What follows belongs to an exercise in optimizing a design on an open flow for small area, a short achievable clock period and few clock cycles per item; a production flow would make more cautious choices.
Function was checked by simulation only, so behaviour that the tests miss may differ from the original.

==> flow/design.v <==
module xtea_core (
    input  logic         clock,
    input  logic         reset_n,
    input  logic         in_valid,
    output logic         in_ready,
    input  logic         mode,
    input  logic [31:0]  data_in1,
    input  logic [31:0]  data_in2,
    input  logic [127:0] key_in,
    output logic         out_valid,
    input  logic         out_ready,
    output logic [31:0]  data_out1,
    output logic [31:0]  data_out2,
    output logic         busy
);
    localparam logic [31:0] DELTA   = 32'h9E3779B9;
    logic         prep;     
    logic         run;      
    logic         full;     
    logic         nrdy;     
    logic         ph;       
    logic         mode_q;
    logic [31:0]  x;
    logic [31:0]  y;
    logic [5:0]   n;        
    logic [31:0]  kk;       
    logic [127:0] key_q;
    logic         idle;
    logic         prep_nx;
    logic         run_nx;
    logic         full_nx;
    logic         idle_nx;
    logic         accept;
    logic         last;
    logic         fin_dec;
    logic [1:0]   idx;      
    logic [5:0]   n_nx;
    logic         ph_nx;
    logic [1:0]   idx_nx;
    logic [31:0]  sum;      
    logic [31:0]  sums [33];
    logic [31:0]  kw;
    logic [31:0]  mx;
    logic [31:0]  y_new;
    function automatic logic [31:0] add_bk(input logic [31:0] a, input logic [31:0] b,
                                           input logic cin);
        logic [32:0] gg;
        logic [32:0] pp;
        logic [31:0] p;
        p  = a ^ b;
        gg = {a & b, cin};
        pp = {p, 1'b0};
        for (int d = 1; d < 33; d = d * 2) begin
            for (int i = 2 * d - 1; i < 33; i = i + 2 * d) begin
                gg[i] = gg[i] | (pp[i] & gg[i - d]);
                pp[i] = pp[i] & pp[i - d];
            end
        end
        for (int d = 16; d >= 1; d = d / 2) begin
            for (int i = 3 * d - 1; i < 33; i = i + 2 * d) begin
                gg[i] = gg[i] | (pp[i] & gg[i - d]);
                pp[i] = pp[i] & pp[i - d];
            end
        end
        add_bk = p ^ gg[31:0];
    endfunction
    assign idle      = !prep && !run;
    assign in_ready  = !nrdy;
    assign accept    = in_valid && in_ready;
    assign out_valid = full;
    assign busy      = prep || run || full;
    for (genvar i = 0; i < 33; i++) begin : g_sum
        assign sums[i] = 32'(i * DELTA);
    end
    assign sum = sums[n];
    always_comb begin
        if (idle) begin
            n_nx   = mode ? 6'd32 : 6'd0;
            ph_nx  = 1'b0;
            idx_nx = mode ? sums[32][12:11] : sums[0][1:0];
        end else begin
            n_nx   = ph ? n : (mode_q ? n - 6'd1 : n + 6'd1);
            ph_nx  = !ph;
            idx_nx = (ph_nx ^ mode_q) ? sums[n_nx][12:11] : sums[n_nx][1:0];
        end
    end
    always_comb begin
        case (idx)
            2'd0:    kw = key_q[127:96];
            2'd1:    kw = key_q[95:64];
            2'd2:    kw = key_q[63:32];
            default: kw = key_q[31:0];
        endcase
    end
    assign mx    = ((y << 4) ^ (y >> 5)) + y;
    assign y_new = x + (mx ^ kk ^ {32{mode_q}}) + {31'd0, mode_q};
    assign last    = !ph && (mode_q ? (n == 6'd0) : n[5]);
    assign fin_dec = last && mode_q;
    assign prep_nx = accept;
    assign run_nx  = prep || (run && !last);
    assign full_nx = (run && last) || (full && !out_ready);
    assign idle_nx = !prep_nx && !run_nx;
    always_ff @(posedge clock or negedge reset_n) begin
        if (!reset_n) begin
            prep   <= 1'b0;
            run    <= 1'b0;
            full   <= 1'b0;
            nrdy   <= 1'b0;
        end else begin
            prep   <= prep_nx;
            run    <= run_nx;
            full   <= full_nx;
            nrdy   <= !(idle_nx && !full_nx);
        end
    end
    always_ff @(posedge clock) begin
        if (accept) begin
            x      <= data_in1;
            y      <= data_in2;
            mode_q <= mode;
        end else if (prep) begin
            if (mode_q) begin
                x <= y;
                y <= x;
            end
        end else if (run) begin
            x <= fin_dec ? y_new : y;
            if (!fin_dec) y <= y_new;
        end
        if (idle) key_q <= key_in;
        n   <= n_nx;
        ph  <= ph_nx;
        idx <= idx_nx;
        kk <= add_bk(sum, kw, 1'b0);
    end
    assign data_out1 = x;
    assign data_out2 = y;
endmodule
Settings: LEC_CHECK=0, CAP_MARGIN=20, CORE_MARGIN=2, CORE_UTILIZATION=40, SLEW_MARGIN=20; clock period 12.0 ns.
standard.sh (not shown) runs the stock make flow with config.mk's settings and CLKGATE_MAP_FILE= SYNTH_SCRIPT=/design/flow/synth_recipe.tcl, a recipe that flattens the netlist after the stock synthesis.
==> flow/flow/run.sh <==
#!/bin/bash
# Layout flow: the standard flow with these changes:
# - synthesis: the standard flow's synthesis script (flow/synth.tcl) with ABC mapping by flow/map.abc,
#   run into syn/; its netlist is then handed to the standard flow as SYNTH_NETLIST_FILES;
# - the ports are buffered by the smallest buffer cell (buf_1);
# - clock tree synthesis adds no dummy loads and uses clkbuf_8;
# - timing repair aims at a setup slack of SETUP_SLACK_MARGIN.
# Logs: synth.log (synthesis make output), flow.log (the standard flow's make output), and
# ORFS's per-step logs under syn/logs and orfs/logs.
set -euo pipefail
here=$(pwd)
export FLOW_ABC_SCRIPT=$here/flow/map.abc
make -C "$FLOW_HOME" DESIGN_CONFIG="$here/config.mk" WORK_HOME="$here/syn" CLKGATE_MAP_FILE= \
  SYNTH_SCRIPT="$here/flow/synth.tcl" synth > synth.log 2>&1
export SYNTH_NETLIST_FILES=$here/syn/results/$FLOW_PLATFORM/xtea_core/base/1_2_yosys.v
export BUFFER_PORTS_ARGS="-buffer_cell sky130_fd_sc_hd__buf_1"
export CTS_ARGS="-sink_clustering_enable -repair_clock_nets -dont_use_dummy_load -buf_list {sky130_fd_sc_hd__clkbuf_8} -sink_clustering_size 14 -sink_clustering_max_diameter 80"
export SETUP_SLACK_MARGIN=7.0
bash standard.sh > flow.log 2>&1
==> flow/flow/map.abc <==
&get -n
&st
&dch
&nf {D}
&put
buffer
upsize {D}
dnsize {D}
==> flow/flow/synth.tcl <==
# The standard flow's synthesis script (synth_recipe.tcl) with one change: Yosys's abc calls map the logic
# with the ABC script named by $::env(FLOW_ABC_SCRIPT) instead of ORFS's abc_speed.script.
proc synth {args} { yosys synth -nofsm -noshare {*}$args }
proc abc {args} {
  set i [lsearch -exact $args -script]
  if {$i >= 0} {
    set args [lreplace $args $i [expr {$i + 1}] -script $::env(FLOW_ABC_SCRIPT)]
  }
  yosys abc {*}$args
}
source $::env(SCRIPTS_DIR)/synth.tcl
# left out here: clear keep_hierarchy, flatten, clean up, hide names made inside functions, write 1_2_yosys.v
The baseline finished clean.
Testbench counts at the start, summed over its fixed seeds: cycles 25,728, items 384.
==> next run, changes <==
--- a/flow/design.v
+++ b/flow/design.v
@@ -18,5 +18,6 @@
     logic         run;      
     logic         full;     
-    logic         nrdy;     
+    logic         nrdy_a;   
+    logic         rdy_b;    
     logic         ph;       
     logic         mode_q;
@@ -66,5 +67,5 @@
     endfunction
     assign idle      = !prep && !run;
-    assign in_ready  = !nrdy;
+    assign in_ready  = !nrdy_a || (rdy_b && out_ready);
     assign accept    = in_valid && in_ready;
     assign out_valid = full;
@@ -94,5 +95,5 @@
     end
     assign mx    = ((y << 4) ^ (y >> 5)) + y;
-    assign y_new = x + (mx ^ kk ^ {32{mode_q}}) + {31'd0, mode_q};
+    assign y_new = x + (mx ^ kk) + {31'd0, mode_q};
     assign last    = !ph && (mode_q ? (n == 6'd0) : n[5]);
     assign fin_dec = last && mode_q;
@@ -106,10 +107,12 @@
             run    <= 1'b0;
             full   <= 1'b0;
-            nrdy   <= 1'b0;
+            nrdy_a <= 1'b0;
+            rdy_b  <= 1'b0;
         end else begin
             prep   <= prep_nx;
             run    <= run_nx;
             full   <= full_nx;
-            nrdy   <= !(idle_nx && !full_nx);
+            nrdy_a <= !(idle_nx && !full_nx);
+            rdy_b  <= idle_nx && full_nx;
         end
     end
@@ -132,5 +135,5 @@
         ph  <= ph_nx;
         idx <= idx_nx;
-        kk <= add_bk(sum, kw, 1'b0);
+        kk <= add_bk(sum, kw, 1'b0) ^ {32{mode_q}};
     end
     assign data_out1 = x;
Result: Wire length drops slightly. First-iteration DRC count drops by a few percent. Design area drops slightly. Non-clock buffer count climbs by 10. Cell count climbs slightly. Critical path depth drops by 13. Global-route usage drops by 0.29 points. Maximum frequency drops by a little under a tenth. Die area drops slightly. Worst setup slack got worse by 0.39 ns.
Testbench counts after the change, summed over its fixed seeds: cycles 25,352, items 384.

## static timing again, ports no longer ideal
The flow's constraints put no driver on any port. The routed layouts listed below were extracted and timed again, unchanged, in two steps.
Step 1: set_driving_cell puts a clkbuf_16 on clock and a buf_2 on each other input, an assumption about the parent block.
Step 2 moves the port delays by t, midway between the first and last clock arrival at a register: inputs arrive t later, outputs are due t later. That takes back most of the time a late clock gives input paths.
a / b / c = no drivers / after step 1 / after step 2; a / b = the first two.
run | t, ns | setup WS [ns] | worst setup path at the end | worst data-port slew with drivers (ns)
the first run | 0.624 | 7.270 / 7.270 / 7.270 | register to register | 0.06
the second run | 0.601 | 6.878 / 6.839 / 6.839 | input to output | 0.06
After both steps every run listed still meets setup and hold. The setup slack of the second run, which loses most, moves by -0.039 ns with the drivers and by -0.039 ns with both steps.
